From an optimization exercise on the open Yosys and OpenROAD flow, aimed at small area and few clock cycles per item; shortcuts taken in it are not production practice.
No functional check of the RTL was part of any run shown here.

==> flow/design.v, too long to show whole: its modules and the start of the top module <==
// module fp_mult_pipe: 1338 lines
// module fp_mult_fa: 10 lines
// module fp_mult_ha: 9 lines
// module fp_mult_bsel: 10 lines
// module fp_mult_bselt: 10 lines
module fp_mult_pipe #(
    parameter int EXP_W = 8,
    parameter int MAN_W = 23
) (
    input  logic                   clk,
    input  logic                   rst_n,
    input  logic                   in_valid,
    output logic                   in_ready,
    input  logic [EXP_W+MAN_W:0]   a,
    input  logic [EXP_W+MAN_W:0]   b,
    output logic                   out_valid,
    input  logic                   out_ready,
    output logic [EXP_W+MAN_W:0]   product,
    output logic [4:0]             flags
);
  // ...
==> flow/flow/run.sh <==
#!/bin/bash
# Standard layout with two changes: the port buffers are buf_2 cells, and right
# after synthesis every combinational cell is set to its smallest drive strength
# (the standard repair steps then size up what timing and slew need).
set -euo pipefail
export BUFFER_PORTS_ARGS="-buffer_cell sky130_fd_sc_hd__buf_2"
bash standard.sh synth > synth.log 2>&1
DS_ODB="$PWD/orfs/results/$FLOW_PLATFORM/fp_mult_pipe/base/1_synth.odb" \
DS_LIB="$FLOW_HOME/platforms/$FLOW_PLATFORM/lib/sky130_fd_sc_hd__tt_025C_1v80.lib" \
DS_MAP="$PWD/flow/downsize_map.txt" \
  openroad -no_init -exit flow/downsize.tcl > downsize.log 2>&1
export SKIP_GATE_CLONING=1
export GLOBAL_PLACEMENT_ARGS="-timing_driven_net_weight_max 3"
bash standard.sh > standard.log 2>&1
==> flow/flow/downsize.tcl <==
# Replace every combinational cell by the smallest cell of the same function
# (same name but drive strength); the resizer later sizes up what timing needs.
set odb $::env(DS_ODB)
read_liberty $::env(DS_LIB)
read_db $odb
set map [dict create]
set f [open $::env(DS_MAP)]
while {[gets $f line] >= 0} {
  if {[llength $line] == 2} { dict set map [lindex $line 0] [lindex $line 1] }
}
close $f
set n 0
foreach inst [get_cells *] {
  set ref [get_property $inst ref_name]
  if {[dict exists $map $ref]} {
    replace_cell $inst [dict get $map $ref]
    incr n
  }
}
puts "downsize: replaced $n instances"
write_db $odb
==> flow/flow/downsize_map.txt <==
sky130_fd_sc_hd__a2111o_2 sky130_fd_sc_hd__a2111o_1
sky130_fd_sc_hd__a2111o_4 sky130_fd_sc_hd__a2111o_1
sky130_fd_sc_hd__a2111oi_1 sky130_fd_sc_hd__a2111oi_0
sky130_fd_sc_hd__a2111oi_2 sky130_fd_sc_hd__a2111oi_0
sky130_fd_sc_hd__a2111oi_4 sky130_fd_sc_hd__a2111oi_0
sky130_fd_sc_hd__a211o_2 sky130_fd_sc_hd__a211o_1
sky130_fd_sc_hd__a211o_4 sky130_fd_sc_hd__a211o_1
sky130_fd_sc_hd__a211oi_2 sky130_fd_sc_hd__a211oi_1
sky130_fd_sc_hd__a211oi_4 sky130_fd_sc_hd__a211oi_1
sky130_fd_sc_hd__a21bo_4 sky130_fd_sc_hd__a21bo_1
sky130_fd_sc_hd__a21boi_2 sky130_fd_sc_hd__a21boi_0
sky130_fd_sc_hd__a21boi_4 sky130_fd_sc_hd__a21boi_0
sky130_fd_sc_hd__a21o_2 sky130_fd_sc_hd__a21o_1
sky130_fd_sc_hd__a21o_4 sky130_fd_sc_hd__a21o_1
sky130_fd_sc_hd__a21oi_2 sky130_fd_sc_hd__a21oi_1
sky130_fd_sc_hd__a21oi_4 sky130_fd_sc_hd__a21oi_1
sky130_fd_sc_hd__a221o_2 sky130_fd_sc_hd__a221o_1
sky130_fd_sc_hd__a221o_4 sky130_fd_sc_hd__a221o_1
sky130_fd_sc_hd__a221oi_2 sky130_fd_sc_hd__a221oi_1
sky130_fd_sc_hd__a221oi_4 sky130_fd_sc_hd__a221oi_1
sky130_fd_sc_hd__a22o_2 sky130_fd_sc_hd__a22o_1
sky130_fd_sc_hd__a22o_4 sky130_fd_sc_hd__a22o_1
sky130_fd_sc_hd__a22oi_2 sky130_fd_sc_hd__a22oi_1
sky130_fd_sc_hd__a22oi_4 sky130_fd_sc_hd__a22oi_1
sky130_fd_sc_hd__a2bb2o_2 sky130_fd_sc_hd__a2bb2o_1
sky130_fd_sc_hd__a2bb2o_4 sky130_fd_sc_hd__a2bb2o_1
sky130_fd_sc_hd__a2bb2oi_2 sky130_fd_sc_hd__a2bb2oi_1
sky130_fd_sc_hd__a2bb2oi_4 sky130_fd_sc_hd__a2bb2oi_1
sky130_fd_sc_hd__a311o_2 sky130_fd_sc_hd__a311o_1
sky130_fd_sc_hd__a311o_4 sky130_fd_sc_hd__a311o_1
sky130_fd_sc_hd__a311oi_2 sky130_fd_sc_hd__a311oi_1
sky130_fd_sc_hd__a311oi_4 sky130_fd_sc_hd__a311oi_1
sky130_fd_sc_hd__a31o_4 sky130_fd_sc_hd__a31o_1
sky130_fd_sc_hd__a31oi_2 sky130_fd_sc_hd__a31oi_1
sky130_fd_sc_hd__a31oi_4 sky130_fd_sc_hd__a31oi_1
sky130_fd_sc_hd__a32o_2 sky130_fd_sc_hd__a32o_1
sky130_fd_sc_hd__a32o_4 sky130_fd_sc_hd__a32o_1
sky130_fd_sc_hd__a32oi_2 sky130_fd_sc_hd__a32oi_1
sky130_fd_sc_hd__a32oi_4 sky130_fd_sc_hd__a32oi_1
sky130_fd_sc_hd__a41o_2 sky130_fd_sc_hd__a41o_1
sky130_fd_sc_hd__a41o_4 sky130_fd_sc_hd__a41o_1
sky130_fd_sc_hd__a41oi_2 sky130_fd_sc_hd__a41oi_1
sky130_fd_sc_hd__a41oi_4 sky130_fd_sc_hd__a41oi_1
sky130_fd_sc_hd__and2_2 sky130_fd_sc_hd__and2_0
sky130_fd_sc_hd__and2_4 sky130_fd_sc_hd__and2_0
sky130_fd_sc_hd__and2b_2 sky130_fd_sc_hd__and2b_1
sky130_fd_sc_hd__and2b_4 sky130_fd_sc_hd__and2b_1
sky130_fd_sc_hd__and3_2 sky130_fd_sc_hd__and3_1
sky130_fd_sc_hd__and3_4 sky130_fd_sc_hd__and3_1
sky130_fd_sc_hd__and3b_2 sky130_fd_sc_hd__and3b_1
sky130_fd_sc_hd__and3b_4 sky130_fd_sc_hd__and3b_1
sky130_fd_sc_hd__and4_2 sky130_fd_sc_hd__and4_1
sky130_fd_sc_hd__and4_4 sky130_fd_sc_hd__and4_1
sky130_fd_sc_hd__and4b_2 sky130_fd_sc_hd__and4b_1
sky130_fd_sc_hd__and4b_4 sky130_fd_sc_hd__and4b_1
sky130_fd_sc_hd__and4bb_4 sky130_fd_sc_hd__and4bb_1
sky130_fd_sc_hd__maj3_2 sky130_fd_sc_hd__maj3_1
sky130_fd_sc_hd__maj3_4 sky130_fd_sc_hd__maj3_1
sky130_fd_sc_hd__mux2_4 sky130_fd_sc_hd__mux2_1
sky130_fd_sc_hd__mux2_8 sky130_fd_sc_hd__mux2_1
sky130_fd_sc_hd__mux2i_2 sky130_fd_sc_hd__mux2i_1
sky130_fd_sc_hd__mux2i_4 sky130_fd_sc_hd__mux2i_1
sky130_fd_sc_hd__mux4_1 sky130_fd_sc_hd__mux4_2
sky130_fd_sc_hd__mux4_4 sky130_fd_sc_hd__mux4_2
sky130_fd_sc_hd__nand2_2 sky130_fd_sc_hd__nand2_1
sky130_fd_sc_hd__nand2_4 sky130_fd_sc_hd__nand2_1
sky130_fd_sc_hd__nand2_8 sky130_fd_sc_hd__nand2_1
sky130_fd_sc_hd__nand2b_2 sky130_fd_sc_hd__nand2b_1
sky130_fd_sc_hd__nand2b_4 sky130_fd_sc_hd__nand2b_1
sky130_fd_sc_hd__nand3_2 sky130_fd_sc_hd__nand3_1
sky130_fd_sc_hd__nand3_4 sky130_fd_sc_hd__nand3_1
sky130_fd_sc_hd__nand3b_2 sky130_fd_sc_hd__nand3b_1
sky130_fd_sc_hd__nand3b_4 sky130_fd_sc_hd__nand3b_1
sky130_fd_sc_hd__nand4_2 sky130_fd_sc_hd__nand4_1
sky130_fd_sc_hd__nand4_4 sky130_fd_sc_hd__nand4_1
sky130_fd_sc_hd__nand4b_2 sky130_fd_sc_hd__nand4b_1
sky130_fd_sc_hd__nand4b_4 sky130_fd_sc_hd__nand4b_1
sky130_fd_sc_hd__nand4bb_2 sky130_fd_sc_hd__nand4bb_1
sky130_fd_sc_hd__nand4bb_4 sky130_fd_sc_hd__nand4bb_1
sky130_fd_sc_hd__nor2_2 sky130_fd_sc_hd__nor2_1
sky130_fd_sc_hd__nor2_4 sky130_fd_sc_hd__nor2_1
sky130_fd_sc_hd__nor2_8 sky130_fd_sc_hd__nor2_1
sky130_fd_sc_hd__nor2b_2 sky130_fd_sc_hd__nor2b_1
sky130_fd_sc_hd__nor2b_4 sky130_fd_sc_hd__nor2b_1
sky130_fd_sc_hd__nor3_2 sky130_fd_sc_hd__nor3_1
sky130_fd_sc_hd__nor3_4 sky130_fd_sc_hd__nor3_1
sky130_fd_sc_hd__nor3b_2 sky130_fd_sc_hd__nor3b_1
sky130_fd_sc_hd__nor3b_4 sky130_fd_sc_hd__nor3b_1
sky130_fd_sc_hd__nor4_2 sky130_fd_sc_hd__nor4_1
sky130_fd_sc_hd__nor4_4 sky130_fd_sc_hd__nor4_1
sky130_fd_sc_hd__nor4b_2 sky130_fd_sc_hd__nor4b_1
sky130_fd_sc_hd__nor4b_4 sky130_fd_sc_hd__nor4b_1
sky130_fd_sc_hd__nor4bb_2 sky130_fd_sc_hd__nor4bb_1
sky130_fd_sc_hd__nor4bb_4 sky130_fd_sc_hd__nor4bb_1
sky130_fd_sc_hd__o2111a_2 sky130_fd_sc_hd__o2111a_1
sky130_fd_sc_hd__o2111a_4 sky130_fd_sc_hd__o2111a_1
sky130_fd_sc_hd__o2111ai_2 sky130_fd_sc_hd__o2111ai_1
sky130_fd_sc_hd__o2111ai_4 sky130_fd_sc_hd__o2111ai_1
sky130_fd_sc_hd__o211a_4 sky130_fd_sc_hd__o211a_1
sky130_fd_sc_hd__o211ai_2 sky130_fd_sc_hd__o211ai_1
sky130_fd_sc_hd__o211ai_4 sky130_fd_sc_hd__o211ai_1
sky130_fd_sc_hd__o21a_2 sky130_fd_sc_hd__o21a_1
sky130_fd_sc_hd__o21a_4 sky130_fd_sc_hd__o21a_1
sky130_fd_sc_hd__o21ai_2 sky130_fd_sc_hd__o21ai_0
sky130_fd_sc_hd__o21ai_4 sky130_fd_sc_hd__o21ai_0
sky130_fd_sc_hd__o21ba_4 sky130_fd_sc_hd__o21ba_1
sky130_fd_sc_hd__o21bai_2 sky130_fd_sc_hd__o21bai_1
sky130_fd_sc_hd__o21bai_4 sky130_fd_sc_hd__o21bai_1
sky130_fd_sc_hd__o221a_4 sky130_fd_sc_hd__o221a_1
sky130_fd_sc_hd__o221ai_2 sky130_fd_sc_hd__o221ai_1
sky130_fd_sc_hd__o221ai_4 sky130_fd_sc_hd__o221ai_1
sky130_fd_sc_hd__o22a_2 sky130_fd_sc_hd__o22a_1
sky130_fd_sc_hd__o22a_4 sky130_fd_sc_hd__o22a_1
sky130_fd_sc_hd__o22ai_2 sky130_fd_sc_hd__o22ai_1
sky130_fd_sc_hd__o22ai_4 sky130_fd_sc_hd__o22ai_1
sky130_fd_sc_hd__o2bb2a_2 sky130_fd_sc_hd__o2bb2a_1
sky130_fd_sc_hd__o2bb2a_4 sky130_fd_sc_hd__o2bb2a_1
sky130_fd_sc_hd__o2bb2ai_2 sky130_fd_sc_hd__o2bb2ai_1
sky130_fd_sc_hd__o2bb2ai_4 sky130_fd_sc_hd__o2bb2ai_1
sky130_fd_sc_hd__o311a_2 sky130_fd_sc_hd__o311a_1
sky130_fd_sc_hd__o311a_4 sky130_fd_sc_hd__o311a_1
sky130_fd_sc_hd__o311ai_2 sky130_fd_sc_hd__o311ai_0
sky130_fd_sc_hd__o311ai_4 sky130_fd_sc_hd__o311ai_0
sky130_fd_sc_hd__o31a_2 sky130_fd_sc_hd__o31a_1
sky130_fd_sc_hd__o31a_4 sky130_fd_sc_hd__o31a_1
sky130_fd_sc_hd__o31ai_2 sky130_fd_sc_hd__o31ai_1
sky130_fd_sc_hd__o31ai_4 sky130_fd_sc_hd__o31ai_1
sky130_fd_sc_hd__o32a_2 sky130_fd_sc_hd__o32a_1
sky130_fd_sc_hd__o32a_4 sky130_fd_sc_hd__o32a_1
sky130_fd_sc_hd__o32ai_2 sky130_fd_sc_hd__o32ai_1
sky130_fd_sc_hd__o32ai_4 sky130_fd_sc_hd__o32ai_1
sky130_fd_sc_hd__o41a_2 sky130_fd_sc_hd__o41a_1
sky130_fd_sc_hd__o41a_4 sky130_fd_sc_hd__o41a_1
sky130_fd_sc_hd__o41ai_2 sky130_fd_sc_hd__o41ai_1
sky130_fd_sc_hd__o41ai_4 sky130_fd_sc_hd__o41ai_1
sky130_fd_sc_hd__or2_4 sky130_fd_sc_hd__or2_0
sky130_fd_sc_hd__or2b_2 sky130_fd_sc_hd__or2b_1
sky130_fd_sc_hd__or2b_4 sky130_fd_sc_hd__or2b_1
sky130_fd_sc_hd__or3_2 sky130_fd_sc_hd__or3_1
sky130_fd_sc_hd__or3_4 sky130_fd_sc_hd__or3_1
sky130_fd_sc_hd__or3b_4 sky130_fd_sc_hd__or3b_1
sky130_fd_sc_hd__or4_2 sky130_fd_sc_hd__or4_1
sky130_fd_sc_hd__or4_4 sky130_fd_sc_hd__or4_1
sky130_fd_sc_hd__or4b_4 sky130_fd_sc_hd__or4b_1
sky130_fd_sc_hd__or4bb_2 sky130_fd_sc_hd__or4bb_1
sky130_fd_sc_hd__or4bb_4 sky130_fd_sc_hd__or4bb_1
sky130_fd_sc_hd__sdlclkp_2 sky130_fd_sc_hd__sdlclkp_1
sky130_fd_sc_hd__sdlclkp_4 sky130_fd_sc_hd__sdlclkp_1
sky130_fd_sc_hd__xnor2_2 sky130_fd_sc_hd__xnor2_1
sky130_fd_sc_hd__xnor2_4 sky130_fd_sc_hd__xnor2_1
sky130_fd_sc_hd__xnor3_2 sky130_fd_sc_hd__xnor3_1
sky130_fd_sc_hd__xnor3_4 sky130_fd_sc_hd__xnor3_1
sky130_fd_sc_hd__xor2_2 sky130_fd_sc_hd__xor2_1
sky130_fd_sc_hd__xor2_4 sky130_fd_sc_hd__xor2_1
sky130_fd_sc_hd__xor3_2 sky130_fd_sc_hd__xor3_1
sky130_fd_sc_hd__xor3_4 sky130_fd_sc_hd__xor3_1
==> flow/standard.sh <==
#!/bin/bash
# synth_recipe.tcl (not shown) runs the flow's synth.tcl, then flattens the netlist and writes it again
# the make line also repeats each setting of config.mk as NAME=value (left out here)
make -C /OpenROAD-flow-scripts/flow DESIGN_CONFIG=/design/flow/config.mk WORK_HOME=/design/flow/orfs CLKGATE_MAP_FILE= SYNTH_SCRIPT=/design/flow/synth_recipe.tcl "${@:-finish}"
==> flow/config.mk <==
export PLATFORM = sky130hd
export DESIGN_NAME = fp_mult_pipe
export DESIGN_NICKNAME = fp_mult_pipe
export VERILOG_FILES = /design/flow/design.v
export SDC_FILE = /design/flow/constraint.sdc
export NUM_CORES = 4
export LEC_CHECK = 0
export CAP_MARGIN = 20
export CORE_MARGIN = 2
export CORE_UTILIZATION = 40
export GPL_TIMING_DRIVEN = 1
export SETUP_SLACK_MARGIN = 0.05
export SLEW_MARGIN = 20
export SYNTH_HIERARCHICAL = 1
==> flow/constraint.sdc <==
create_clock -name core_clock -period 7.5 [get_ports {clk}]
set_input_delay 1.5000 -clock core_clock [delete_from_list [all_inputs] [get_ports {clk}]]
set_output_delay 1.5000 -clock core_clock [all_outputs]
set_load 0.01 [all_outputs]
==> summary.md, run 1 <==
| Metric | Value |
|---|---|
| FF-to-FF path depth | `2` |
| Commonest non-fill, non-tap cell in the layout | `xnor2_1` |
| Vias per inst | `slightly above 6` |
| Place WS | `-0.0106 ns` |
| Setup TNS | `0 ns` |
| Largest Register | `p_r` |
| Syn Area/Cell | `around 9.7 um^2` |
| Die area | `roughly 0.043 mm^2` |
| Inst Count DP | `2410` |
| Outcome | `finished clean` |
| Max reg flops | `26` |
| Inverters | `45` |
| Met2 GRT Util | `37.6%` |
| Most Frequent Cell on Critical Path | `fa_1` |
| FF+latch area | `about 0.0012 mm^2` |
| Seq_cells | `approximately 40` |
| WHS Path Cells | `3` |
| Final wirelength | `56.2 mm` |
| Multi-input logic portion of the cell area | `roughly four fifths` |
| Measured slew at the worst slew-check pin | `about 0.89 ns` |
| Fin crit share | `between 90% and 100%` |
| Final Critical Period | `about 7 ns` |
| Final setup margin | `between 0.3 and 0.4 ns` |
| H-tree Lvls | `2` |
| Crit path from | `b[17]` |
| Final nets | `2306` |
| Setup crit end kind | `flip-flop` |
| Hold_sp | `v_r$_DFFE_PN0N_` |
| Worst reg2reg startpoint | `v_r$_DFFE_PN0N_` |
| P&R area growth vs syn | `14.0%` |
| Cells after synthesis | `1706` |
| DRT Pass-1 Iters | `6` |
| Hold Worst Slack | `approximately 0.85 ns` |
| Vias in the first global route | `between 10000 and 15000` |
| CP endpoint | `p_r[33]$_DFFE_PN_` |
==> run 2: changes to the inputs <==
--- a/flow/flow/run.sh
+++ b/flow/flow/run.sh
@@ -11,4 +11,4 @@
   openroad -no_init -exit flow/downsize.tcl > downsize.log 2>&1
 export SKIP_GATE_CLONING=1
-export GLOBAL_PLACEMENT_ARGS="-timing_driven_net_weight_max 3"
+export GLOBAL_PLACEMENT_ARGS="-timing_driven_nets_percentage 5"
 bash standard.sh > standard.log 2>&1
==> run 2 against run 1 <==
Still clean. Via count down 1.3%. Cell count decreased by 0.37%. Register-to-register slack about the same. Routed wire length is 0.81% lower. Global-route usage is 0.52 points lower. Die area did not move. Core utilization decreased by 0.15 points. Area after synthesis is the same. Synthesized cell count did not move. Non-clock buffer count down 9.
==> summary.md, run 2 <==
| Metric | Value |
|---|---|
| FP Rows | `74` |
| Filler cells | `3938` |
| Largest Register | `p_r` |
| Max reg flops | `26 (unchanged)` |
| Final setup viols | `0` |
| RSZ-0062 raised after global routing | `false` |
| R2r endpoint | `e_r[6]$_DFFE_PN_` |
| Mapped cell area | `between 0.015 and 0.02 mm^2` |
| Layout Utilization | `46.0%` |
| Outcome | `finished clean` |
| R2R Setup Slk | `approximately 6.2 ns` |
| Starting Density | `40.5%` |
| Worst path top cell family by delay | `adder cells` |
| Worst reg2reg startpoint | `v_r$_DFFE_PN0N_` |
| Placed cell area | `0.0185 mm^2` |
| Initial drt markers | `1661` |
| Die area | `0.0429 mm^2 (unchanged)` |
| Final nets | `2297 (-0.39%)` |
| Most Frequent Cell on Critical Path | `fa_1` |
| Root buffer cell | `clkbuf_16` |
| CTS Buf Count | `5` |
| Commonest non-fill, non-tap cells in the layout | `xnor2_1 (301), a22oi_1 (267), fa_1 (265)` |
| Measured slew at the worst slew-check pin | `0.841 ns (-0.0504 ns)` |
| Commonest non-fill, non-tap cell in the layout | `xnor2_1` |
| Clock latency (worst-skew pair) | `~0.29 ns` |
| FF-to-FF path depth | `2 (unchanged)` |
| Worst-path clk slew | `approximately 0.060 ns` |
| Hold_sp | `v_r$_DFFE_PN0N_` |
| Final Critical Period | `7.11 ns (-0.0580 ns)` |
| Vias per inst | `6.09 (-0.95%)` |
| All-Layer GR Usage | `about a quarter` |
| Design area | `0.0187 mm^2` |
| GP Congestion | `0.965` |
| Layout cell share with drive strength beyond 1 | `13.9%` |
| Hold endpoint | `v_r$_DFFE_PN0N_` |
| H-tree Lvls | `2 (unchanged)` |
| Cells after synthesis | `1706 (unchanged)` |
| Total congestion overflow | `0` |
| CP Launch Type | `primary input` |
| # port buffers | `~110` |
| Drt wl/cell | `around 23 um` |
| Fin. Hold Viols | `0` |
| WHS Path Cells | `3 (unchanged)` |
| Worst path max stage delay | `0.67 ns` |
| CTS Hold Buffers Added | `0` |
| DRT antenna net count | `0` |
| DRT Pass-1 Iters | `6 (unchanged)` |
| Die width | `207 um` |
| I/O Pins | `roughly 110` |
| Die Ht | `around 210 um` |
| Vias post-DR | `about 15000` |
| Critical Path RT | `~7.5 ns` |
| Crit path kind | `in -> reg` |
| Slew Viols, Final | `0` |
| CP bufs+invs | `3` |
| Post-DP HPWL | `between 40 and 50 mm` |
| Syn nets | `roughly 2100` |
| Critical Path Slowest Stage Cell | `fa_1` |
| CTS Sinks | `41` |
| Crit path from | `b[21]` |
| Warnings from Yosys | `7` |
| CTS Buffer Depth | `2` |
| Hold Worst Slack | `0.847 ns (-0.00615 ns)` |
| P&R area growth vs syn | `13.6%` |
| Core area | `approximately 0.041 mm^2` |
| Setup crit end kind | `flip-flop` |
| Initial antenna violation count | `1` |
| Max Clock Skew | `about 0.0080 ns` |
| Largest net degree at the start of global routing | `47` |
| Setup TNS | `0 ns (unchanged)` |
| Final wirelength | `55.7 mm (-0.81%)` |
| First-pass GRT wire length | `approximately 86 mm` |
| Fin crit share | `94.8% (-0.77 points)` |
| Largest registers | `p_r: 26 flops, e_r: 9 flops` |
| Worst-path fanout max | `6` |
| Syn Area/Cell | `9.67 um^2 (unchanged)` |
| Rel. slew slack | `between 40 and 50%` |
| Crit path DAT | `just over 7 ns` |
| TritonCTS clock tree | `yes` |
| Max-cap violations | `0` |
| Residual DRC | `0` |
| Vias in the first global route | `14400 (-3.6%)` |
| Hold WC Path Type | `reg -> reg` |
| Critical path cell sequence | `buf_2, inv_1, ha_1, a22oi_1, fa_1, fa_1, fa_1, fa_1, fa_1, ha_1, buf_4, nand2_1, nor2_1, and4_1, a32oi_2, a21oi_1, o2111ai_2, a311oi_1, xnor2_1` |
| ANT cells | `0` |
| Fmax | `about 140 MHz` |
run 2: what timing repair did:
item                                    4_1_cts  5_1_grt
resized for setup                             1        8
endpoints found under the setup margin       13       29
buffers inserted                              0        1
hold endpoints to repair                      0        0
run 2: stage by stage:
stage          setup WS, ns  instances
2_1_floorplan        0.0550       1706
3_3_place_gp          0.102       2407
3_5_place_dp         0.0104       2407
4_1_cts               0.225       2415
5_1_grt              0.0610       2416
6_report              0.390       2416
run 2: worst min-delay path, delay by kind of cell, from the launching register on:
family                 cells  cell delay (ns)
DFF                        1             0.36
buffers and inverters      1             0.27
and+or+nand+nor            2             0.18
run 2: worst max path at each step:
| stage | end | slack, ns | depth (start not counted) |
|---|---|---|---|
| after floorplan | p_r[47]$_DFFE_PN_ | 0.06 | 20 |
| after global placement | p_r[47]$_DFFE_PN_ | 0.10 | 22 |
| after detailed placement | p_r[47]$_DFFE_PN_ | 0.01 | 22 |
| after CTS | product[21] | 0.23 | 22 |
| after global routing | product[21] | 0.06 | 22 |
| final | p_r[47]$_DFFE_PN_ | 0.39 | 19 |
run 2: routing by layer:
| layer | vias up | part of all wire (%) | track usage (%) |
|---|---|---|---|
| li1 | 6634 | - | - |
| met1 | 7184 | 44 | 36.3 |
| met2 | 817 | 42 | 37.1 |
| met3 | 74 | 12 | 7.61 |
| met4 | 0 | 2.2 | 5.69 |
| met5 | - | 0 | 0 |
run 2: area by class of cell:
class                      count  area (um^2)  area share [%]
multi-input combinational   1570        15000            80.1
timing repair buffer         220         1510            8.08
sequential                    41         1230            6.54
tap                          532          666            3.55
inverter                      45          169           0.901
clock buffer                   6          129           0.687
clock inverter                 2         33.8           0.180
==> run 3: changes to the inputs <==
--- a/flow/flow/run.sh
+++ b/flow/flow/run.sh
@@ -4,5 +4,5 @@
 # (the standard repair steps then size up what timing and slew need).
 set -euo pipefail
-export BUFFER_PORTS_ARGS="-buffer_cell sky130_fd_sc_hd__buf_2"
+export BUFFER_PORTS_ARGS="-buffer_cell sky130_fd_sc_hd__buf_1"
 bash standard.sh synth > synth.log 2>&1
 DS_ODB="$PWD/orfs/results/$FLOW_PLATFORM/fp_mult_pipe/base/1_synth.odb" \
@@ -11,4 +11,3 @@
   openroad -no_init -exit flow/downsize.tcl > downsize.log 2>&1
 export SKIP_GATE_CLONING=1
-export GLOBAL_PLACEMENT_ARGS="-timing_driven_nets_percentage 5"
 bash standard.sh > standard.log 2>&1
==> run 3 against run 2 <==
Flip-flop and latch count is the same. Sequential share of layout area is essentially flat. Synthesized cell count is the same. Still clean on timing, DRC and antenna. Non-clock buffer count grew 31. Register-to-register slack is essentially flat.
==> summary.md, run 3 <==
| Metric | Value |
|---|---|
| Critical Path Slowest Stage Cell | `fa_1` |
| Layout Utilization | `46.3% (+0.24 points)` |
| Final nets | `2328 (+1.3%)` |
| Syn nets | `2120 (unchanged)` |
| Final Critical Period | `7.27 ns (+0.160 ns)` |
| Vias per inst | `6.13 (+0.71%)` |
| Clock latency (worst-skew pair) | `0.29 ns (about the same)` |
| Die Ht | `207 um (unchanged)` |
| Die area | `0.0429 mm^2 (unchanged)` |
| Core area | `0.0407 mm^2 (unchanged)` |
| P&R area growth vs syn | `14.2%` |
| Filler cells | `3947 (+0.23%)` |
| Hold WC Path Type | `reg -> reg` |
| CTS Buffer Depth | `2 (unchanged)` |
| Largest net degree at the start of global routing | `46 (-2.1%)` |
| Slew Viols, Final | `0 (unchanged)` |
| Final setup viols | `0 (unchanged)` |
| Largest Register | `p_r` |
| Root buffer cell | `clkbuf_16` |
| I/O Pins | `107 (unchanged)` |
| Rel. slew slack | `34.9% (-8.6 points)` |
| DRT Pass-1 Iters | `6 (unchanged)` |
| DRT antenna net count | `0 (unchanged)` |
| CTS Buf Count | `5 (unchanged)` |
| Starting Density | `40.5% (unchanged)` |
| Post-DP HPWL | `45.0 mm (+2.7%)` |
| Worst-path fanout max | `11 (+5)` |
| Critical Path RT | `7.54 ns (about the same)` |
| Inst Count DP | `2435 (+1.2%)` |
| Hold Worst Slack | `0.848 ns (+0.00132 ns)` |
| Layout cell share with drive strength beyond 1 | `10.4% (-3.5 points)` |
| ANT cells | `0 (unchanged)` |
| Syn Area/Cell | `9.67 um^2 (unchanged)` |
| Non-filler cells in the finished layout | `2447 (+1.3%)` |
| Setup crit end kind | `flip-flop` |
| Warnings from Yosys | `7 (unchanged)` |
| Worst path max stage delay | `0.55 ns (-0.12 ns)` |
| Initial drt markers | `1593 (-4.1%)` |
| Worst-path clk slew | `0.06 ns (about the same)` |
| Commonest non-fill, non-tap cell in the layout | `xnor2_1` |
| CTS Sinks | `41 (unchanged)` |
| Multi-input gate area | `0.0150 mm^2 (about the same)` |
| Largest registers | `p_r: 26 flops, e_r: 9 flops` |
| Max reg flops | `26 (unchanged)` |
| Drt wl/cell | `22.9 um (-0.71%)` |
| Final wirelength | `56.0 mm (+0.57%)` |
| CP bufs+invs | `3 (unchanged)` |
| Crit path DAT | `7.31 ns (+0.17 ns)` |
| CP Launch Type | `primary input` |
| Critical path cell sequence | `clkbuf_2, inv_1, nand3_1, o21ai_4, buf_4, a22oi_1, xnor2_1, fa_1, fa_1, fa_1, fa_1, fa_1, ha_1, nand4_1, nor2_1, and4_1, a32oi_2, a21oi_1, o2111ai_1, a311oi_1, xnor2_1` |
| Vias in the first global route | `14800 (+2.6%)` |
| First-pass GRT wire length | `86.9 mm (+1.6%)` |
| Fin crit share | `96.9% (+2.1 points)` |
| Total congestion overflow | `0 (unchanged)` |
| Outcome | `finished clean` |
| FP Rows | `74 (unchanged)` |
| H-tree Lvls | `2 (unchanged)` |
| Final setup margin | `0.230 ns (-0.160 ns)` |
| Measured slew at the worst slew-check pin | `0.977 ns (+0.136 ns)` |
| FF+latch area | `0.00123 mm^2 (unchanged)` |
| Die width | `207 um (unchanged)` |
| All-Layer GR Usage | `25.4% (+0.22 points)` |
| Max Clock Skew | `0.0105 ns (+0.00254 ns)` |
| # port buffers | `106 (unchanged)` |
| Mapped cell area | `0.0165 mm^2 (unchanged)` |
| Residual DRC | `0 (unchanged)` |
| Fin. Hold Viols | `0 (unchanged)` |
| Max-cap violations | `0 (unchanged)` |
| Place WS | `-0.0853 ns (-0.0957 ns)` |
| Vias post-DR | `15000 (+2.0%)` |
| Crit path kind | `in -> reg` |
| RSZ-0062 raised after global routing | `true` |
| Commonest non-fill, non-tap cells in the layout | `xnor2_1 (300), a22oi_1 (267), fa_1 (265)` |
| Worst path top cell family by delay | `adder cells` |
| Cells after synthesis | `1706 (unchanged)` |
| TritonCTS clock tree | `yes` |
| GP Congestion | `0.944 (-2.2%)` |
| Initial antenna violation count | `0 (-1)` |
| Most Frequent Cell on Critical Path | `fa_1` |
| Fmax | `138 MHz (-2.2%)` |
run 3: worst min-delay path: cells and delay by family, from the launching register on:
kind                   cells  cell delay [ns]
and+or+nand+nor            2             0.19
DFF                        1             0.36
buffers and inverters      1             0.27
run 3: worst paths after layout:
kind	start	end	slack (ns)	cells after the start
min reg2reg	v_r$_DFFE_PN0N_	v_r$_DFFE_PN0N_	0.85	3
min	v_r$_DFFE_PN0N_	v_r$_DFFE_PN0N_	0.85	3
min in group asynchronous	rst_n	v_r$_DFFE_PN0N_	0.96	1
max in group asynchronous	rst_n	v_r$_DFFE_PN0N_	6.43	1
max reg2reg	v_r$_DFFE_PN0N_	e_r[0]$_DFFE_PN_	6.22	2
max	b[15]	p_r[47]$_DFFE_PN_	0.23	21
run 3: final cells by class:
cell class	instances	area share, %
multi-input combinational	1570	79.7
timing repair buffer	251	8.50
sequential	41	6.51
tap	532	3.53
inverter	45	0.896
clock buffer	6	0.684
clock inverter	2	0.179
run 3: timing repair:
item	in CTS	in global routing
setup buffers	0	4
hold buffers	0	0
gates resized for setup	1	9
pin swaps	0	1
endpoints found under the setup margin	15	31
run 3: through the flow:
step	TNS, ns	area (um^2)
3_5_place_dp	-0.132	18600
3_3_place_gp	0	18600
2_1_floorplan	0	16600
6_report	0	18800
4_1_cts	0	18800
5_1_grt	-0.0271	18800
run 3: layer usage:
metal	global-route usage, %	wire (um)	vias up
met4	6.13	1240	0
met2	37.3	23800	864
met1	37.9	24700	7380
li1	-	-	6692
met3	5.55	6290	68
met5	0	0	-
==> run 4: changes to the inputs <==
--- a/flow/flow/run.sh
+++ b/flow/flow/run.sh
@@ -4,5 +4,5 @@
 # (the standard repair steps then size up what timing and slew need).
 set -euo pipefail
-export BUFFER_PORTS_ARGS="-buffer_cell sky130_fd_sc_hd__buf_1"
+export BUFFER_PORTS_ARGS="-buffer_cell sky130_fd_sc_hd__buf_6"
 bash standard.sh synth > synth.log 2>&1
 DS_ODB="$PWD/orfs/results/$FLOW_PLATFORM/fp_mult_pipe/base/1_synth.odb" \
==> run 4 against run 3 <==
Via count is 1.4% lower. Global-route usage is 0.42 points lower. Hold slack better by 0.018 ns. First-iteration DRC count is 11% lower. Critical path depth is 1 lower. Flip-flop and latch count stayed put. Routed wire length is 2.5% lower. Sequential share of layout area is 0.12 points lower. Clock skew is 0.0021 ns lower. Setup slack better by 0.066 ns. Critical endpoint unchanged.
==> summary.md, run 4 <==
| Metric | Value |
|---|---|
| Vias per inst | `6.18 (+0.75%)` |
| Filler cells | `3893 (-1.4%)` |
| Mapped cell area | `0.0165 mm^2 (unchanged)` |
| Setup TNS | `0 ns (unchanged)` |
| ANT cells | `0 (unchanged)` |
| H-tree Lvls | `2 (unchanged)` |
| Worst path max stage delay | `0.57 ns (+0.02 ns)` |
| First-pass GRT wire length | `85.8 mm (-1.3%)` |
| I/O Pins | `107 (unchanged)` |
| Die width | `207 um (unchanged)` |
| Root buffer cell | `clkbuf_16` |
| Critical Path Slowest Stage Cell | `fa_1` |
| Layout cell share with drive strength beyond 1 | `13.1% (+2.7 points)` |
| Max Clock Skew | `0.00839 ns (-0.00215 ns)` |
| Vias in the first global route | `14900 (+0.58%)` |
| GP Congestion | `0.902 (-4.4%)` |
| Core area | `0.0407 mm^2 (unchanged)` |
| Initial antenna violation count | `0 (unchanged)` |
| Outcome | `finished clean` |
| DRT antenna net count | `0 (unchanged)` |
| Largest net degree at the start of global routing | `47 (+2.2%)` |
| CTS Buffer Depth | `2 (unchanged)` |
| Fin crit share | `96.1% (-0.87 points)` |
| Die Ht | `207 um (unchanged)` |
| CP bufs+invs | `2 (-1)` |
| TritonCTS clock tree | `yes` |
| Post-DP HPWL | `42.1 mm (-6.5%)` |
| Measured slew at the worst slew-check pin | `0.752 ns (-0.225 ns)` |
| Max-cap violations | `0 (unchanged)` |
| Slew Viols, Final | `0 (unchanged)` |
| Largest Register | `p_r` |
| Final nets | `2276 (-2.2%)` |
| Fmax | `139 MHz (+0.91%)` |
| Cells after synthesis | `1706 (unchanged)` |
| FP Rows | `74 (unchanged)` |
| Worst-path fanout max | `8 (-3)` |
| Max reg flops | `26 (unchanged)` |
| Commonest non-fill, non-tap cell in the layout | `xnor2_1` |
| All-Layer GR Usage | `25.0% (-0.42 points)` |
| Fin. Hold Viols | `0 (unchanged)` |
| DRT Pass-1 Iters | `6 (unchanged)` |
| CTS Hold Buffers Added | `0 (unchanged)` |
| Hold WC Path Type | `reg -> reg` |
| Initial drt markers | `1425 (-11%)` |
| CTS Buf Count | `5 (unchanged)` |
| Most Frequent Cell on Critical Path | `fa_1` |
| CTS Sinks | `41 (unchanged)` |
| Critical Path RT | `7.52 ns (-0.02 ns)` |
| Critical path cell sequence | `buf_6, nand2b_1, o21ai_2, buf_4, a22oi_1, xnor2_1, fa_1, fa_1, fa_1, fa_1, fa_1, ha_1, nand4_1, nor2_1, and4_1, a32oi_1, a21oi_1, o2111ai_1, a311oi_1, xnor2_1` |
| P&R area growth vs syn | `16.4%` |
| # port buffers | `106 (unchanged)` |
| Final setup viols | `0 (unchanged)` |
| Total congestion overflow | `0 (unchanged)` |
| Crit path kind | `in -> reg` |
| Crit path DAT | `7.23 ns (-0.08 ns)` |
| Final Critical Period | `7.20 ns (-0.0656 ns)` |
| Rel. slew slack | `49.7% (+15 points)` |
| Die area | `0.0429 mm^2 (unchanged)` |
| Syn Area/Cell | `9.67 um^2 (unchanged)` |
| Syn nets | `2120 (unchanged)` |
| CP Launch Type | `primary input` |
| Starting Density | `40.5% (unchanged)` |
| Worst path top cell family by delay | `adder cells` |
| Worst-path clk slew | `0.06 ns (about the same)` |
| Vias post-DR | `14800 (-1.4%)` |
| Final wirelength | `54.6 mm (-2.5%)` |
| Clock latency (worst-skew pair) | `0.29 ns (about the same)` |
| Residual DRC | `0 (unchanged)` |
| Warnings from Yosys | `7 (unchanged)` |
| Commonest non-fill, non-tap cells in the layout | `xnor2_1 (299), a22oi_1 (267), fa_1 (265)` |
| Drt wl/cell | `22.8 um (-0.43%)` |
| Setup crit end kind | `flip-flop` |
| RSZ-0062 raised after global routing | `true` |
| Largest registers | `p_r: 26 flops, e_r: 9 flops` |
[run 4: layout make-up]
type | count | area [um^2] | area share [%]
clock buffer | 7 | 143 | 0.743
sequential | 41 | 1230 | 6.38
inverter | 45 | 169 | 0.879
timing repair buffer | 199 | 1930 | 10.0
tap | 532 | 666 | 3.47
clock inverter | 1 | 30.0 | 0.156
multi-input combinational | 1570 | 15000 | 78.3
[run 4: final timing paths]
check | start | to | slack [ns] | depth (start not counted)
worst max-delay path | b[16] | p_r[47]$_DFFE_PN_ | 0.30 | 20
worst min-delay path | v_r$_DFFE_PN0N_ | v_r$_DFFE_PN0N_ | 0.87 | 3
worst max register to register | v_r$_DFFE_PN0N_ | e_r[0]$_DFFE_PN_ | 6.21 | 2
worst min register to register | v_r$_DFFE_PN0N_ | v_r$_DFFE_PN0N_ | 0.87 | 3
max in group asynchronous | rst_n | v_r$_DFFE_PN0N_ | 6.46 | 1
min in group asynchronous | rst_n | v_r$_DFFE_PN0N_ | 0.96 | 1
[run 4: timing repair]
item / CTS / global route
endpoints found under the setup margin: 1 / 26
cloned: 0 / 0
setup buffers: 0 / 1
gates resized for setup: 1 / 11
[run 4: per-layer routing]
metal | wire length (um) | up-vias | global-route usage [%]
met4 | 1010 | 0 | 5.02
li1 | - | 6577 | -
met2 | 23900 | 772 | 38.7
met1 | 24400 | 7376 | 36.7
met3 | 5340 | 70 | 4.35
met5 | 0 | - | 0
[run 4: worst reg2reg max path, cell delays in order, from the launching register on]
cell and delay, ns:
dfrtp_1 0.40, nand2b_2 0.07, buf_4 0.42
[run 4: through the flow]
stage	instance area [um^2]	worst slack, ns	hold WS, ns	instances	utilization, %
floorplan	16600	0.0550	1.20	1706	-
CTS	19100	0.305	0.895	2394	47.0
finish	19200	0.296	0.866	2395	47.2
global route	19200	0.0106	0.939	2395	47.2
detailed placement	19000	0.0133	0.878	2386	46.6
global placement	19000	0.00894	0.869	2386	46.6
==> run 5: changes to the inputs <==
--- a/flow/flow/run.sh
+++ b/flow/flow/run.sh
@@ -4,5 +4,5 @@
 # (the standard repair steps then size up what timing and slew need).
 set -euo pipefail
-export BUFFER_PORTS_ARGS="-buffer_cell sky130_fd_sc_hd__buf_6"
+export BUFFER_PORTS_ARGS="-buffer_cell sky130_fd_sc_hd__buf_4"
 bash standard.sh synth > synth.log 2>&1
 DS_ODB="$PWD/orfs/results/$FLOW_PLATFORM/fp_mult_pipe/base/1_synth.odb" \
==> run 5 against run 4 <==
Global-route usage up 0.78 points. Via count up 1.1%. Area after synthesis unchanged. Core utilization down 0.85 points. First-iteration DRC count up 3.8%. Hold slack worse by 0.020 ns. Clock skew down 0.0038 ns. Synthesized cell count unchanged. Critical endpoint unchanged. Highest routed layer is now met5.
==> summary.md, run 5 <==
| Metric | Value |
|---|---|
| Largest registers | `p_r: 26 flops, e_r: 9 flops` |
| CP endpoint | `p_r[47]$_DFFE_PN_` |
| Outcome | `finished clean` |
| Residual DRC | `0 (unchanged)` |
| GP Congestion | `0.943 (+4.5%)` |
| Largest Register | `p_r` |
| Layout Utilization | `46.3% (-0.85 points)` |
| I/O Pins | `107 (unchanged)` |
| Largest net degree at the start of global routing | `47 (unchanged)` |
| FF-to-FF path depth | `2 (unchanged)` |
| Inst Count DP | `2388 (+0.084%)` |
| DRT antenna net count | `0 (unchanged)` |
| Initial drt markers | `1479 (+3.8%)` |
| CTS Buf Count | `5 (unchanged)` |
| Placed cell area | `0.0187 mm^2 (-1.6%)` |
| CTS Buffer Depth | `2 (unchanged)` |
| Die width | `207 um (unchanged)` |
| Fin. Hold Viols | `0 (unchanged)` |
| CP bufs+invs | `3 (+1)` |
| Max Clock Skew | `0.00458 ns (-0.00380 ns)` |
| Critical path cell sequence | `buf_4, buf_4, nand3_1, o21ai_4, buf_4, a22oi_1, xnor2_1, fa_1, fa_1, fa_1, fa_1, fa_1, ha_1, nand4_1, nor2_1, and4_1, a32oi_2, a21oi_1, o2111ai_1, a311oi_1, xnor2_1` |
| Max-cap violations | `0 (unchanged)` |
| Mapped cell area | `0.0165 mm^2 (unchanged)` |
| Rel. slew slack | `56.2% (+6.5 points)` |
| R2R Setup Slk | `6.23 ns (+0.02 ns)` |
| Cells after synthesis | `1706 (unchanged)` |
| Warnings from Yosys | `7 (unchanged)` |
| Worst-path fanout max | `12 (+4)` |
| Total congestion overflow | `0 (unchanged)` |
| Design area | `0.0189 mm^2 (-1.8%)` |
| Most Frequent Cell on Critical Path | `fa_1` |
| Measured slew at the worst slew-check pin | `0.655 ns (-0.0969 ns)` |
| Core area | `0.0407 mm^2 (unchanged)` |
| Crit path from | `b[11]` |
| RSZ-0062 raised after global routing | `false` |
| First-pass GRT wire length | `87.1 mm (+1.6%)` |
| Worst-path clk slew | `0.06 ns (about the same)` |
| Hold WC Path Type | `reg -> reg` |
| CTS Sinks | `41 (unchanged)` |
| Setup TNS | `0 ns (unchanged)` |
| Critical Path Slowest Stage Cell | `fa_1` |
| CTS Hold Buffers Added | `0 (unchanged)` |
| P&R area growth vs syn | `14.3%` |
| Post-DP HPWL | `43.1 mm (+2.5%)` |
| Root buffer cell | `clkbuf_16` |
| Starting Density | `40.5% (unchanged)` |
| Final nets | `2279 (+0.13%)` |
| Worst path max stage delay | `0.54 ns (-0.03 ns)` |
| Crit path DAT | `7.19 ns (-0.04 ns)` |
| Drt wl/cell | `23.6 um (+3.4%)` |
| Initial antenna violation count | `2 (+2)` |
| Vias in the first global route | `14900 (+0.48%)` |
| FP Rows | `74 (unchanged)` |
| H-tree Lvls | `2 (unchanged)` |
| Slew Viols, Final | `0 (unchanged)` |
| Syn nets | `2120 (unchanged)` |
| R2r endpoint | `m2_r$_DFFE_PN_` |
| Clock latency (worst-skew pair) | `0.28 ns (about the same)` |
| Crit path kind | `in -> reg` |
| Max reg flops | `26 (unchanged)` |
| TritonCTS clock tree | `yes` |
| Worst path top cell family by delay | `adder cells` |
| DRT Pass-1 Iters | `6 (unchanged)` |
| Final setup viols | `0 (unchanged)` |
| Setup crit end kind | `flip-flop` |
| Die area | `0.0429 mm^2 (unchanged)` |
| Non-filler cells in the finished layout | `2399 (+0.17%)` |
| Fmax | `140 MHz (+0.53%)` |
| Commonest non-fill, non-tap cells in the layout | `xnor2_1 (301), a22oi_1 (267), fa_1 (265)` |
| Layout cell share with drive strength beyond 1 | `13.0% (-0.068 points)` |
| Vias per inst | `6.23 (+0.90%)` |
| Fin crit share | `95.6% (-0.51 points)` |
| Syn Area/Cell | `9.67 um^2 (unchanged)` |
| CP Launch Type | `primary input` |
| Vias post-DR | `15000 (+1.1%)` |
| Die Ht | `207 um (unchanged)` |
| All-Layer GR Usage | `25.8% (+0.78 points)` |
| Levels on crit path | `21 (+5.0%)` |
| # port buffers | `106 (unchanged)` |
| Critical Path RT | `7.52 ns (about the same)` |
| Worst reg2reg startpoint | `v_r$_DFFE_PN0N_` |
| Final wirelength | `56.5 mm (+3.5%)` |
| Commonest non-fill, non-tap cell in the layout | `xnor2_1` |
| Final Critical Period | `7.17 ns (-0.0379 ns)` |
==> run 5: metrics by stage <==
stage                     hold WS [ns]  worst slack (ns)
final                            0.846             0.334
after detailed placement         0.862           0.00387
after global routing             0.960            0.0594
after global placement           0.846            0.0818
after floorplan                   1.20            0.0550
after CTS                        0.877             0.271
==> run 5: area by class of cell <==
type | count | area, um^2
Antenna cell | 2 | 5.00
Clock buffer | 6 | 129
Clock inverter | 1 | 3.75
Fill cell | 3938 | 21900
Inverter | 45 | 169
Multi-Input combinational cell | 1570 | 15000
Sequential cell | 41 | 1230
Tap cell | 532 | 666
Timing Repair Buffer | 202 | 1640
==> run 5: worst min-delay path, delay by kind of cell (launching register included) <==
family	cells	cell delay, ns
flops	1	0.36
buf+inv	1	0.27
simple gates	2	0.19
==> run 5: worst min-delay path by stage <==
stage	to	depth (start not counted)	from
detailed placement	v_r$_DFFE_PN0N_	3	v_r$_DFFE_PN0N_
CTS	v_r$_DFFE_PN0N_	3	v_r$_DFFE_PN0N_
floorplan	v_r$_DFFE_PN0N_	0	rst_n
global placement	v_r$_DFFE_PN0N_	3	v_r$_DFFE_PN0N_
global route	v_r$_DFFE_PN0N_	3	v_r$_DFFE_PN0N_
finish	v_r$_DFFE_PN0N_	3	v_r$_DFFE_PN0N_
==> run 5: what timing repair did <==
action                     in CTS  in global routing
setup endpoints to repair       2                 21
buffers inserted                0                  2
gates resized for setup         1                  8
==> run 5: metal layers <==
metal | global-route usage [%] | up-vias | share of wire, %
met2 | 38.8 | 850 | 44
met4 | 7.04 | 2 | 2.2
met5 | 0 | - | 0.014
met1 | 36.2 | 7408 | 43
met3 | 7.31 | 98 | 11
li1 | - | 6595 | -
==> run 6: changes to the inputs <==
--- a/flow/flow/run.sh
+++ b/flow/flow/run.sh
@@ -4,5 +4,5 @@
 # (the standard repair steps then size up what timing and slew need).
 set -euo pipefail
-export BUFFER_PORTS_ARGS="-buffer_cell sky130_fd_sc_hd__buf_4"
+export BUFFER_PORTS_ARGS="-buffer_cell sky130_fd_sc_hd__buf_2"
 bash standard.sh synth > synth.log 2>&1
 DS_ODB="$PWD/orfs/results/$FLOW_PLATFORM/fp_mult_pipe/base/1_synth.odb" \
--- a/flow/config.mk
+++ b/flow/config.mk
@@ -10,5 +10,5 @@
 export CORE_UTILIZATION = 40
 export GPL_TIMING_DRIVEN = 1
-export SETUP_SLACK_MARGIN = 0.05
+export SETUP_SLACK_MARGIN = 0.0
 export SLEW_MARGIN = 20
 export SYNTH_HIERARCHICAL = 1
==> run 6 against run 5 <==
Clock skew increased by 0.0035 ns. Setup slack worse by 0.017 ns. First-iteration DRC count grew 14%. Largest cell class unchanged. Routed wire length rose by 2.7%. Critical endpoint is now p_r[33]$_DFFE_PN_. Die area stayed put.
==> summary.md, run 6 <==
| Metric | Value |
|---|---|
| Worst-path fanout max | `22 (+10)` |
| Core area | `0.0407 mm^2 (unchanged)` |
| Final setup viols | `0 (unchanged)` |
| Vias post-DR | `15100 (+0.92%)` |
| Max Clock Skew | `0.00813 ns (+0.00355 ns)` |
| Outcome | `finished clean` |
| Die width | `207 um (unchanged)` |
| Largest Register | `p_r` |
| Fmax | `139 MHz (-0.24%)` |
| Fin crit share | `95.8% (+0.23 points)` |
| Die Ht | `207 um (unchanged)` |
| FP Rows | `74 (unchanged)` |
| DRT Pass-1 Iters | `6 (unchanged)` |
| Syn Area/Cell | `9.67 um^2 (unchanged)` |
| Residual DRC | `0 (unchanged)` |
| Critical Path RT | `7.52 ns (about the same)` |
| Setup TNS | `0 ns (unchanged)` |
| Slew Viols, Final | `0 (unchanged)` |
| H-tree Lvls | `2 (unchanged)` |
| Inst Count DP | `2409 (+0.88%)` |
| CTS Buffer Depth | `2 (unchanged)` |
| Die area | `0.0429 mm^2 (unchanged)` |
| Fin. Hold Viols | `0 (unchanged)` |
| Worst path max stage delay | `0.60 ns (+0.06 ns)` |
| Starting Density | `40.5% (unchanged)` |
| Cells after synthesis | `1706 (unchanged)` |
| Layout cell share with drive strength beyond 1 | `14.2% (+1.2 points)` |
| Hold WC Path Type | `reg -> reg` |
| Post-DP HPWL | `44.3 mm (+2.9%)` |
| Multi-input gate area | `0.0150 mm^2 (unchanged)` |
| Warnings from Yosys | `7 (unchanged)` |
| Drt wl/cell | `24.0 um (+1.8%)` |
| DRT antenna net count | `0 (unchanged)` |
| # port buffers | `106 (unchanged)` |
| P&R area growth vs syn | `13.8%` |
| Commonest non-fill, non-tap cells in the layout | `xnor2_1 (301), a22oi_1 (267), fa_1 (265)` |
| GP Congestion | `0.974 (+3.3%)` |
| Mapped cell area | `0.0165 mm^2 (unchanged)` |
| Root buffer cell | `clkbuf_16` |
| First-pass GRT wire length | `90.4 mm (+3.8%)` |
| Largest registers | `p_r: 26 flops, e_r: 9 flops` |
| Vias per inst | `6.23 (about the same)` |
| Clock latency (worst-skew pair) | `0.29 ns (about the same)` |
| RSZ-0062 raised after global routing | `false` |
| I/O Pins | `107 (unchanged)` |
| Final Critical Period | `7.18 ns (+0.0173 ns)` |
| Worst-path clk slew | `0.06 ns (about the same)` |
| CTS Sinks | `41 (unchanged)` |
| Final nets | `2302 (+1.0%)` |
| Total congestion overflow | `0 (unchanged)` |
| Critical path cell sequence | `buf_2, nand2b_1, o21ai_2, buf_12, a22oi_1, xnor2_1, fa_1, fa_1, fa_1, fa_1, fa_1, ha_1, buf_4, nand2_1, nor2_1, and4_1, a32oi_2, nand2_1, a21oi_1, mux2i_1, o211ai_1` |
| All-Layer GR Usage | `26.7% (+0.93 points)` |
| CTS Hold Buffers Added | `0 (unchanged)` |
| CTS Buf Count | `5 (unchanged)` |
| Max-cap violations | `0 (unchanged)` |
| FF+latch area | `0.00123 mm^2 (unchanged)` |
| Most Frequent Cell on Critical Path | `fa_1` |
| Crit path kind | `in -> reg` |
| Filler cells | `3909 (-0.74%)` |
| TritonCTS clock tree | `yes` |
| Non-filler cells in the finished layout | `2421 (+0.92%)` |
| CP Launch Type | `primary input` |
| Final wirelength | `58.1 mm (+2.7%)` |
| Commonest non-fill, non-tap cell in the layout | `xnor2_1` |
| ANT cells | `0 (-2)` |
| Measured slew at the worst slew-check pin | `0.954 ns (+0.299 ns)` |
| Initial drt markers | `1681 (+14%)` |
| Critical Path Slowest Stage Cell | `fa_1` |
| Largest net degree at the start of global routing | `46 (-2.1%)` |
| Crit path DAT | `7.20 ns (about the same)` |
| Setup crit end kind | `flip-flop` |
| Initial antenna violation count | `1 (-1)` |
| Syn nets | `2120 (unchanged)` |
| Max reg flops | `26 (unchanged)` |
| Vias in the first global route | `15300 (+2.7%)` |
| Rel. slew slack | `35.8% (-20 points)` |
| R2R Setup Slk | `6.22 ns (about the same)` |
run 6: changes by cell type in the layout (fill, tap and decap cells not counted), sizes merged:
cell / before / now
buf: 202 / 225
bufinv: 0 / 1
diode: 2 / 0
run 6: critical path, delay by kind of cell:
family          cells  cell delay, ns
mux                 1            0.23
simple gates        5            0.64
fa+ha+maj           6            2.87
compound gates      5            1.12
buf+inv             3            0.66
xor+xnor            1            0.19
run 6: what timing repair did:
action	in CTS	in global routing
setup buffers	0	4
gates resized for setup	0	12
setup endpoints to repair	0	32
run 6: worst paths after layout:
path                                      start           endpoint  cells after the start
max in group asynchronous                 rst_n    v_r$_DFFE_PN0N_                      1
worst max register to register  v_r$_DFFE_PN0N_   e_r[7]$_DFFE_PN_                      2
worst min register to register  v_r$_DFFE_PN0N_    v_r$_DFFE_PN0N_                      3
worst max-delay path                      b[13]  p_r[33]$_DFFE_PN_                     21
min in group asynchronous                 rst_n    v_r$_DFFE_PN0N_                      1
worst min-delay path            v_r$_DFFE_PN0N_    v_r$_DFFE_PN0N_                      3
run 6: cell type report:
class	count	area share, %
multi-input cells	1570	80.0
inverters	45	0.899
repair buffers	225	8.18
clock buffers	6	0.686
flip-flops and latches	41	6.53
clock inverters	2	0.180
well taps	532	3.54
run 6: per-stage QoR:
step	worst slack (ns)	util (%)	cell area [um^2]	hold WS, ns
floorplan	0.0251	-	16600	1.20
global placement	0.0227	45.5	18500	0.836
detailed placement	-0.117	45.5	18500	0.856
CTS	0.0521	45.9	18700	0.870
global route	0.00507	46.1	18800	0.936
finish	0.316	46.1	18800	0.845
run 6: layer usage:
metal	GRT usage, %	part of all wire, %	vias up
met5	0	0.019	-
met2	40.6	43	866
met1	38.3	43	7457
li1	-	-	6655
met4	6.63	2.3	2
met3	6.28	11	110
==> run 7: changes to the inputs <==
--- a/flow/flow/run.sh
+++ b/flow/flow/run.sh
@@ -11,3 +11,4 @@
   openroad -no_init -exit flow/downsize.tcl > downsize.log 2>&1
 export SKIP_GATE_CLONING=1
+export DONT_USE_CELLS="sky130_fd_sc_hd__buf_6 sky130_fd_sc_hd__buf_8 sky130_fd_sc_hd__buf_12 sky130_fd_sc_hd__buf_16 sky130_fd_sc_hd__bufbuf_8 sky130_fd_sc_hd__bufbuf_16"
 bash standard.sh > standard.log 2>&1
--- a/flow/config.mk
+++ b/flow/config.mk
@@ -10,5 +10,5 @@
 export CORE_UTILIZATION = 40
 export GPL_TIMING_DRIVEN = 1
-export SETUP_SLACK_MARGIN = 0.0
+export SETUP_SLACK_MARGIN = 0.05
 export SLEW_MARGIN = 20
 export SYNTH_HIERARCHICAL = 1
==> run 7 against run 6 <==
Still clean. Synthesized cell count is the same. Setup slack lost 0.024 ns. Via count shrank 0.82%. Sequential share of layout area is essentially flat. Clock skew shrank 0.0032 ns. Global-route usage shrank 0.40 points. First-iteration DRC count shrank 3.7%. Critical endpoint is now p_r[47]$_DFFE_PN_.
==> summary.md, run 7 <==
| Metric | Value |
|---|---|
| FF-to-FF path depth | `2 (unchanged)` |
| Syn nets | `2120 (unchanged)` |
| DRT Pass-1 Iters | `6 (unchanged)` |
| GP Congestion | `0.947 (-2.8%)` |
| Design area | `0.0188 mm^2 (about the same)` |
| Initial drt markers | `1619 (-3.7%)` |
| Commonest non-fill, non-tap cells in the layout | `xnor2_1 (301), a22oi_1 (267), fa_1 (265)` |
| First-pass GRT wire length | `88.9 mm (-1.7%)` |
| FP Rows | `74 (unchanged)` |
| Starting Density | `40.5% (unchanged)` |
| Max-cap violations | `0 (unchanged)` |
| Warnings from Yosys | `7 (unchanged)` |
| Die Ht | `207 um (unchanged)` |
| Non-filler cells in the finished layout | `2425 (+0.17%)` |
| Final Critical Period | `7.21 ns (+0.0236 ns)` |
| Final nets | `2306 (+0.17%)` |
| Placed cell area | `0.0186 mm^2 (about the same)` |
| Core area | `0.0407 mm^2 (unchanged)` |
| Initial antenna violation count | `1 (unchanged)` |
| Measured slew at the worst slew-check pin | `0.874 ns (-0.0796 ns)` |
| Drt wl/cell | `24.0 um (about the same)` |
| # port buffers | `106 (unchanged)` |
| Crit path kind | `in -> reg` |
| Crit path DAT | `7.22 ns (+0.02 ns)` |
| Setup crit end kind | `flip-flop` |
| Slew Viols, Final | `0 (unchanged)` |
| CP Launch Type | `primary input` |
| Inst Count DP | `2414 (+0.21%)` |
| Die width | `207 um (unchanged)` |
| Vias in the first global route | `14900 (-3.0%)` |
| Place WS | `0.0160 ns (+0.133 ns)` |
| R2r endpoint | `p_r[28]$_DFFE_PN_` |
| Fmax | `139 MHz (-0.33%)` |
| Layout cell share with drive strength beyond 1 | `14.2% (-0.083 points)` |
| Post-DP HPWL | `45.1 mm (+1.7%)` |
| Multi-input gate area | `0.0150 mm^2 (about the same)` |
| RSZ-0062 raised after global routing | `true` |
| Cells after synthesis | `1706 (unchanged)` |
| DRT antenna net count | `0 (unchanged)` |
| Clock latency (worst-skew pair) | `0.29 ns (about the same)` |
| Layout Utilization | `46.1% (about the same)` |
| TritonCTS clock tree | `yes` |
| Final wirelength | `58.1 mm (about the same)` |
| Hold WC Path Type | `reg -> reg` |
| Root buffer cell | `clkbuf_16` |
| Fin crit share | `96.1% (+0.31 points)` |
| Die area | `0.0429 mm^2 (unchanged)` |
| Final setup viols | `0 (unchanged)` |
| Final setup margin | `0.293 ns (-0.0236 ns)` |
| CTS Buf Count | `5 (unchanged)` |
| Total congestion overflow | `0 (unchanged)` |
| CTS Hold Buffers Added | `0 (unchanged)` |
| WHS Path Cells | `3 (unchanged)` |
| Crit path from | `b[17]` |
| Hold Worst Slack | `0.835 ns (-0.00976 ns)` |
| Filler cells | `3929 (+0.51%)` |
| Worst-path clk slew | `0.05 ns (about the same)` |
| ANT cells | `0 (unchanged)` |
| All-Layer GR Usage | `26.3% (-0.40 points)` |
| Max Clock Skew | `0.00489 ns (-0.00325 ns)` |
| Rel. slew slack | `41.2% (+5.4 points)` |
| R2R Setup Slk | `6.26 ns (+0.04 ns)` |
| Vias post-DR | `15000 (-0.82%)` |
| Fin. Hold Viols | `0 (unchanged)` |
| Hold_sp | `v_r$_DFFE_PN0N_` |
| Vias per inst | `6.17 (-0.99%)` |
| Largest registers | `p_r: 26 flops, e_r: 9 flops` |
| Hold endpoint | `v_r$_DFFE_PN0N_` |
| CTS Sinks | `41 (unchanged)` |
| P&R area growth vs syn | `13.8% (about the same)` |
| H-tree Lvls | `2 (unchanged)` |
| Worst-path fanout max | `15 (-32%)` |
| Residual DRC | `0 (unchanged)` |
| Mapped cell area | `0.0165 mm^2 (unchanged)` |
| Critical Path RT | `7.51 ns (about the same)` |
| Syn Area/Cell | `9.67 um^2 (unchanged)` |
| Commonest non-fill, non-tap cell in the layout | `xnor2_1` |
| Max reg flops | `26 (unchanged)` |
| Largest net degree at the start of global routing | `46 (unchanged)` |
| I/O Pins | `107 (unchanged)` |
| Outcome | `finished clean` |
| Setup TNS | `0 ns (unchanged)` |
| Worst reg2reg startpoint | `v_r$_DFFE_PN0N_` |
| CTS Buffer Depth | `2 (unchanged)` |
| Largest Register | `p_r` |
| FF+latch area | `0.00123 mm^2 (unchanged)` |
-- run 7: how the worst max path moves through the flow --
stage / endpoint / slack (ns) / cells past startpoint
after floorplan: p_r[47]$_DFFE_PN_ / 0.06 / 20
after global placement: p_r[47]$_DFFE_PN_ / 0.13 / 20
after detailed placement: p_r[40]$_DFFE_PN_ / 0.02 / 20
after CTS: product[21] / 0.08 / 22
after global routing: product[20] / 0.02 / 22
final: p_r[47]$_DFFE_PN_ / 0.29 / 19
-- run 7: repair_timing --
item                       CTS  global route
gates resized for setup      0             8
setup buffers                0             3
setup endpoints to repair    0            26
hold endpoints to repair     0             0
-- run 7: routing by layer --
metal	global-route usage, %	routed length [um]	up-vias
li1	-	-	6647
met1	37.1	25400	7362
met2	38.3	24100	854
met3	9.38	7260	101
met4	6.53	1300	2
met5	0	12	-
-- run 7: worst max-delay path: stages --
cell and delay [ns]:
buf_2 0.22, xor2_2 0.47, buf_4 0.32, a22oi_1 0.12, xnor2_1 0.22, fa_1 0.49
fa_1 0.51, fa_1 0.48, fa_1 0.56, fa_1 0.44, ha_1 0.35, nand3_1 0.11
o221ai_1 0.28, a31o_2 0.22, nand3_1 0.07, a21oi_1 0.22, o2111ai_1 0.16, a311oi_1 0.30
xnor2_1 0.16
-- run 7: area by class of cell --
class	instances	area share, %
tap	532	3.55
timing repair buffer	229	8.21
sequential	41	6.53
inverter	45	0.900
multi-input combinational	1570	79.9
clock buffer	6	0.686
clock inverter	2	0.187

[separate check: timing with driven ports]
In the flow no input, the clock included, has a driving cell. The finished layouts below were timed again as built, in two steps. Step 1: set_driving_cell puts a clkbuf_16 on clk and a buf_2 on each other input, an assumption about the parent block. Step 2 adds t to the input delays and takes it off the output delays; t is the mean of the earliest and latest rising clock arrival at the registers after step 1. Input paths then give back, and output paths get back, about the clock's delay inside the block. Three values: ideal ports, drivers, drivers and shift; two values: the first two.
run	t, ns	setup slack, ns	worst hold slack (ns)
run 1	0.324	0.332 / 0.350 / 0.026	0.853 / 0.853 / 0.853
run 2	0.323	0.390 / 0.387 / 0.064	0.847 / 0.847 / 0.847
run 3	0.323	0.230 / 0.244 / -0.079	0.848 / 0.848 / 0.848
run 4	0.319	0.296 / 0.301 / -0.018	0.866 / 0.866 / 0.866
run 5	0.320	0.334 / 0.350 / 0.030	0.846 / 0.846 / 0.846
run 6	0.317	0.316 / 0.327 / 0.010	0.845 / 0.845 / 0.845
run 7	0.321	0.293 / 0.306 / -0.015	0.835 / 0.835 / 0.835
With both steps, setup timing fails in run 3, run 4 and run 7, where it was met with ideal ports. The setup slack of run 2, which loses most, moves by -0.003 ns with the drivers and by -0.326 ns with both steps.
